Source: an optimization exercise on an open RTL-to-GDS flow (aim: small area, a short achievable clock period and few clock cycles per item). Production flows keep margins and buffers that such runs may drop. No run shown here included a check of the RTL's function; only the layout flow was run. Power figures rest on the tool's default switching activity, not on a simulated workload.

==> flow/design.v, too long to show whole: its modules and the start of the top module <==
// module rhsc_front: 53 lines
// module rhsc_queue: 100 lines
// module rhsc_back: 1802 lines
// module rhsc_fa: 10 lines
// module rolling_hash_substring_counter_top: 60 lines
module rolling_hash_substring_counter_top (
  input  logic        clk,
  input  logic        rst_n,
  input  logic        in_valid,
  output logic        in_ready,
  input  logic [1:0]  in_op,
  input  logic [7:0]  in_char,
  output logic        out_valid,
  input  logic        out_ready,
  output logic        out_match,
  output logic [15:0] out_start,
  output logic [15:0] out_count
);
  // ...
==> flow/run.sh <==
#!/bin/bash
# synth_recipe.tcl (not shown) runs the flow's synth.tcl, then flattens the netlist and writes it again
# the make line also repeats each setting of config.mk as NAME=value (left out here)
make -C /OpenROAD-flow-scripts/flow DESIGN_CONFIG=/design/flow/config.mk WORK_HOME=/design/flow/orfs CLKGATE_MAP_FILE= SYNTH_SCRIPT=/design/flow/synth_recipe.tcl finish
==> flow/config.mk <==
export PLATFORM = sky130hd
export DESIGN_NAME = rolling_hash_substring_counter_top
export DESIGN_NICKNAME = rolling_hash_substring_counter_top
export VERILOG_FILES = /design/flow/design.v
export SDC_FILE = /design/flow/constraint.sdc
export NUM_CORES = 4
export LEC_CHECK = 0
export ABC_CLOCK_PERIOD_IN_PS = 3200
export CAP_MARGIN = 20
export CORE_MARGIN = 2
export CORE_UTILIZATION = 60
export CTS_CLUSTER_DIAMETER = 80
export CTS_CLUSTER_SIZE = 28
export SETUP_SLACK_MARGIN = 3.8
export SLEW_MARGIN = 20
export SYNTH_HIERARCHICAL = 1
export SYNTH_MINIMUM_KEEP_SIZE = 0
==> flow/constraint.sdc <==
create_clock -name core_clock -period 7.0 [get_ports {clk}]
set_input_delay 1.4000 -clock core_clock [delete_from_list [all_inputs] [get_ports {clk}]]
set_output_delay 1.4000 -clock core_clock [all_outputs]
set_load 0.01 [all_outputs]
==> flow_summary.yaml, run 1 <==
finish:
  top_regs: "u_back.seg32: 256 flops, u_back.seg16: 128 flops, u_back.seg8: 64 flops"
  multiInputCombCellCount: 2047
  sh_seq_area: 0.488
  fin_nets: 3876
  clkbuf_count: 66
  n_all_buffers: 120
  utilization: 0.664
  largest-register: "u_back.seg32"
  largest_register_ffs: 256
logic_synthesis:
  synth-xor-area-share: 0.0374
  ys_warn_count: 15
  synth_top_area_share: 0.415
  yosysUniqueCellTypes: 81
  synth_commonest_cells: "edfxtp_1 (631), fa_1 (496), dfxtp_1 (264)"
global_route:
  top_usage_layer: "met2"
  gr-usage-met1: 0.364
  grt_max_degree: 188
  grt_pass1_wl_mm: 149
run_status:
  status: "no timing/DRC/antenna violations"
floorplanning:
  initial_core_util: 0.604
  io-pin-count: 49
timing:
  worst_clock_skew_ns: 0.0278
  setup_violations: 0
  relSlewSlack: 0.314
  finalHoldViolCount: 0
  slew_violations: 0
worst_setup_path:
  cpMostUsedCell: "fa_1"
  cp_cell_sequence: "inv_2 > fa_2 > fa_1 > fa_1 > xor2_2 > nand4_1 > or4_4 > nor3_4"
  cp_max_fo: 6
  r2r_start: "u_back.j_r[27]"
  cp-end-kind: "flop"
detailed_routing:
  ant_nets: 0
  vias: 24700
  routed_wl_mm: 97.6
  drcViolationCount: 0
  highest_layer: "met4"
power_and_ir_drop:
  pg_seq_uw: 6790
  p_seq_frac: 0.416
  power_clock_uw: 3200
  power.leakage_uw: 0.0171
clocking:
  cts_tree: "done"
min_path:
  min_delay_path_depth: 0
job:
  drv_cap: 0
==> run 2, diff against run 1 <==
--- a/flow/design.v
+++ b/flow/design.v
@@ -1955,20 +1955,36 @@
       klen3_r   <= '0;
     end else begin
       if (s3_clr) klen3_r <= '0;
       else if (s3_key) klen3_r <= klen3_r + 1'b1;
       if (s3_clr || s3_key) restart_r <= 1'b1;
       else if (s3_text) restart_r <= 1'b0;
     end
   end
-  assign r_push    = s3_text;
-  assign r_match   = s3_elig && (&(ca ^ cb));
-  assign r_restart = restart_r;
-  assign r_klen    = klen3_r;
+  logic [7:0] eq_r;
+  logic       s4_text, s4_elig, s4_rs;
+  logic [6:0] s4_klen;
+  always_ff @(posedge clk) begin
+    if (!rst_n) begin
+      s4_text <= 1'b0;
+    end else begin
+      s4_text <= s3_text;
+    end
+  end
+  always_ff @(posedge clk) begin
+    for (int g = 0; g < 8; g++) eq_r[g] <= &(ca[4*g +: 4] ^ cb[4*g +: 4]);
+    s4_elig <= s3_elig;
+    s4_rs   <= restart_r;
+    s4_klen <= klen3_r;
+  end
+  assign r_push    = s4_text;
+  assign r_match   = s4_elig && (&eq_r);
+  assign r_restart = s4_rs;
+  assign r_klen    = s4_klen;
 endmodule
 module rhsc_fa (
   input  logic a,
   input  logic b,
   input  logic c,
   output logic s,
   output logic co
 );
==> flow/config.mk (replaced) <==
export PLATFORM = sky130hd
export DESIGN_NAME = rolling_hash_substring_counter_top
export DESIGN_NICKNAME = rolling_hash_substring_counter_top
export VERILOG_FILES = /design/flow/design.v
export SDC_FILE = /design/flow/constraint.sdc
export NUM_CORES = 4
export LEC_CHECK = 0
export ABC_CLOCK_PERIOD_IN_PS = 3100
export CAP_MARGIN = 20
export CORE_MARGIN = 2
export CORE_UTILIZATION = 60
export CTS_CLUSTER_DIAMETER = 80
export CTS_CLUSTER_SIZE = 28
export SETUP_SLACK_MARGIN = 3.9
export SLEW_MARGIN = 20
export SYNTH_HIERARCHICAL = 1
export SYNTH_MINIMUM_KEEP_SIZE = 0
==> run 2 against run 1 <==
Compared with the run above: still clean; register-to-register slack improved by 0.10 ns; synthesized cell count increased by 0.91%; worst hold slack improved by 0.022 ns; first-iteration DRC count decreased by 1.1%; total power increased by 5.4%; die area increased by 1.0%; highest routed layer unchanged.
==> flow_summary.yaml, run 2 <==
timing:
  rsz0062_at_grt: "true"
  fmax_ghz: 0.312
  slew_violations: 0
  worst_clock_skew_ns: 0.0493
  tns_ns: 0
  post-route-min-period_ns: 3.20
  relSlewSlack: 0.302
  finalCritPeriodShare: 0.458
  tightest_slew_ns: 1.05
  finalHoldViolCount: 0
  setup_violations: 0
finish:
  top_regs: "u_back.seg32: 256 flops, u_back.seg16: 128 flops, u_back.seg8: 64 flops"
  largest-register: "u_back.seg32"
  final_area_sq_um: 52100
  fin_nets: 3996
  layout_commonest_cell: "edfxtp_1"
  area.growth.synth_to_final_pct: 12.9
  utilization: 0.684
  mostFrequentLayoutCells: "edfxtp_1 (631), fa_1 (396), nand2_1 (221)"
  largest_register_ffs: 256
  final_layout_size_suffix_gt1_frac: 0.192
  layout.cells.non_filler: 4439
  num_antenna_cells: 0
  nFillCells: 5360
worst_setup_path:
  worstSetupPathType: "flop to flop"
  crit_arrival_ns: 3.78
  crit_path_start_kind: "flop"
  r2r_slack_ns: 3.80
  cp_max_fo: 5
  worstPathRequired_ns: 7.58
  cp-end-kind: "flop"
logic_synthesis:
  ys_warn_count: 15
  yosys.cell_count.top_type: "edfxtp_1"
  synth.avg_cell_area_sq_um: 14.4
  ys_top_cells_by_area: "edfxtp_1 (41%), fa_1 (22%), dfxtp_1 (12%)"
  synth_commonest_cells: "edfxtp_1 (631), fa_1 (497), dfxtp_1 (281)"
  ys.flop_type: "edfxtp_1"
  synth-async-reset-ratio: 0
  synth-edff-count: 631
  yosysTopAreaCell: "edfxtp_1"
  syn_inst: 3202
  synth_area_sq_um: 46100
  synth_seq_cells: 912
  yosysUniqueCellTypes: 86
  synth_top_area_share: 0.411
  seq_area_frac_synth: 0.533
clocking:
  cts_tree: "done"
  ctsHoldBuffers: 0
  clock-sinks: 912
  clk_latency_ns: 0.66
  cts-root-buf: "clkbuf_16"
  htreeDepth: 2
  ctsLongestPathBuffers: 3
  clk_pin_slew_worst_paths_ns: 0.10
  cts_buffers: 49
run_status:
  status: "no timing/DRC/antenna violations"
detailed_routing:
  routed_wl_mm: 97.4
  highest_layer: "met4"
  wl_met3_mm: 5.60
  firstDrtPassIters: 5
  routed-wl-met2_mm: 45.0
  drcViolationCount: 0
  ant_nets: 0
  avgViaCountPerCell: 5.66
  vias: 25100
  routedWlPerCell_microns: 21.9
  drt-met1-wl_mm: 44.3
  drtIter0Drc: 1716
job:
  drv_cap: 0
power_and_ir_drop:
  ir_drop_uv: 224
  total_power_uw: 17200
  power.leakage_uw: 0.0177
  powerDensity_nw_per_um2: 330
floorplanning:
  row_count: 101
  core_region_area_sq_um: 76100
  die-area_sq_um: 79100
  io-pin-count: 49
  die_h_microns: 281
  die_x_microns: 281
  initial_core_util: 0.606
global_route:
  grt_pass1_wl_mm: 149
  grt_max_degree: 220
  antenna_found_initial: 0
  grt_use_total: 0.249
  grt_pass1_vias: 25900
  grt_overflow_total: 0
placement:
  place_inst: 4221
  port-buffer-count: 48
  gp_congestion: 0.884
  post_dp_cell_area_sq_um: 47900
  dp.final_hpwl_mm: 65.6
min_path:
  hold_class: "flop to flop"
-- run 2: cell types whose count changed in the layout (fill, tap and decap cells not counted), moves of 13 or more --
cell,before,now
and2_1,229,204
and2_4,3,18
buf_4,49,124
dfxtp_4,49,66
fa_1,452,396
fa_2,44,101
ha_1,104,86
ha_4,10,23
o21ai_0,91,107
xnor2_1,115,141
-- run 2: routing by layer --
metal  global-route usage  vias up
met5                    0        -
met4               0.0656        0
met3               0.0395      149
met2                0.392      625
met1                0.366    13000
li1                     -    11400
-- run 2: kinds of logic (layout without fill, tap and decap cells) --
| family | Yosys count | after routing | share of synthesized area |
|---|---|---|---|
| simple gates | 770 | 770 | 0.0852 |
| buf+inv | 231 | 430 | 0.0200 |
| compound gates | 371 | 372 | 0.0510 |
| mux | 88 | 88 | 0.0226 |
| fa+ha+maj | 614 | 614 | 0.247 |
| other cells | 2 | 9 | 0.000163 |
| flops | 912 | 912 | 0.533 |
| xor+xnor | 214 | 214 | 0.0408 |
-- run 2: layout make-up --
cell class / count / area, sq um / share of cell area
Timing Repair Buffer: 198 / 1930 / 0.0371
Inverter: 140 / 532 / 0.0102
Sequential cell: 912 / 24900 / 0.479
Tap cell: 1030 / 1290 / 0.0248
Clock inverter: 27 / 462 / 0.00887
Clock buffer: 65 / 1290 / 0.0247
Multi-Input combinational cell: 2067 / 21600 / 0.416
-- run 2: critical path, stage by stage (launching register included) --
cell	delay, ns
dfxtp_4	0.50
buf_12	0.16
and2_4	0.14
fa_2	0.43
fa_2	0.38
fa_2	0.56
fa_2	0.45
fa_2	0.52
-- run 2: what timing repair did --
item,in CTS,in global routing
gates cloned,5,2
setup endpoints to repair,174,105
pin swaps,41,88
setup buffers,37,81
resized for setup,264,185
-- run 2: power breakdown --
| group | switching, uW | internal [uW] | total (uW) | leakage, uW |
|---|---|---|---|---|
| combinational | 3620 | 3310 | 6920 | 0.00880 |
| sequential | 548 | 6340 | 6890 | 0.00807 |
| clock | 1910 | 1470 | 3380 | 0.000826 |
-- run 2: Yosys stat by module, one instance, submodules excluded, a selection --
module / copies in the design / cell area (sq um) / flip-flops and latches
rhsc_back: 1 / 29400 / 761
rhsc_fa: 487 / 20.0 / 0
rhsc_front: 1 / 598 / 17
rhsc_queue: 1 / 6370 / 134
-- run 2: stage by stage --
step                      hold WS (ns)  worst slack (ns)
final                            0.359              3.80
after global routing             0.371              3.75
after CTS                        0.361              3.73
after detailed placement         0.351              3.03
after global placement           0.344              3.05
after floorplan                  0.310             -1.63
-- run 2: final timing paths --
path | startpoint | cells past startpoint | to
max | u_front.s0_chr[0] | 7 | u_back.xb_r[20]
min | u_back.restart_r | 0 | u_back.s4_rs
max reg2reg | u_front.s0_chr[0] | 7 | u_back.xb_r[20]
min reg2reg | u_back.restart_r | 0 | u_back.s4_rs

-- afterwards: timing with drivers on the ports --
The flow's constraints put no driver on any port. The routed layouts listed below were extracted and timed again, unchanged, in two steps.
Step 1, drivers: a clkbuf_16 drives clk and a buf_2 each remaining input, both assumed.
Step 2 adds t to the input delays and takes it off the output delays; t is the mean of the earliest and latest rising clock arrival at the registers after step 1. Input paths then give back, and output paths get back, about the clock's delay inside the block.
a / b / c = ideal / step 1 / step 2; a / b = the first two.
| run | shift t [ns] | setup slack, ns | hold WS [ns] | worst slew at a driven data input, ns |
|---|---|---|---|---|
| run 1 | 0.689 | 3.697 / 3.697 / 3.333 | 0.336 / 0.336 / 0.336 | 0.04 |
| run 2 | 0.705 | 3.797 / 3.797 / 3.488 | 0.359 / 0.359 / 0.359 | 0.04 |
After both steps every run listed still meets setup and hold. The setup slack of run 1, which loses most, moves by 0.000 ns with the drivers and by -0.364 ns with both steps.
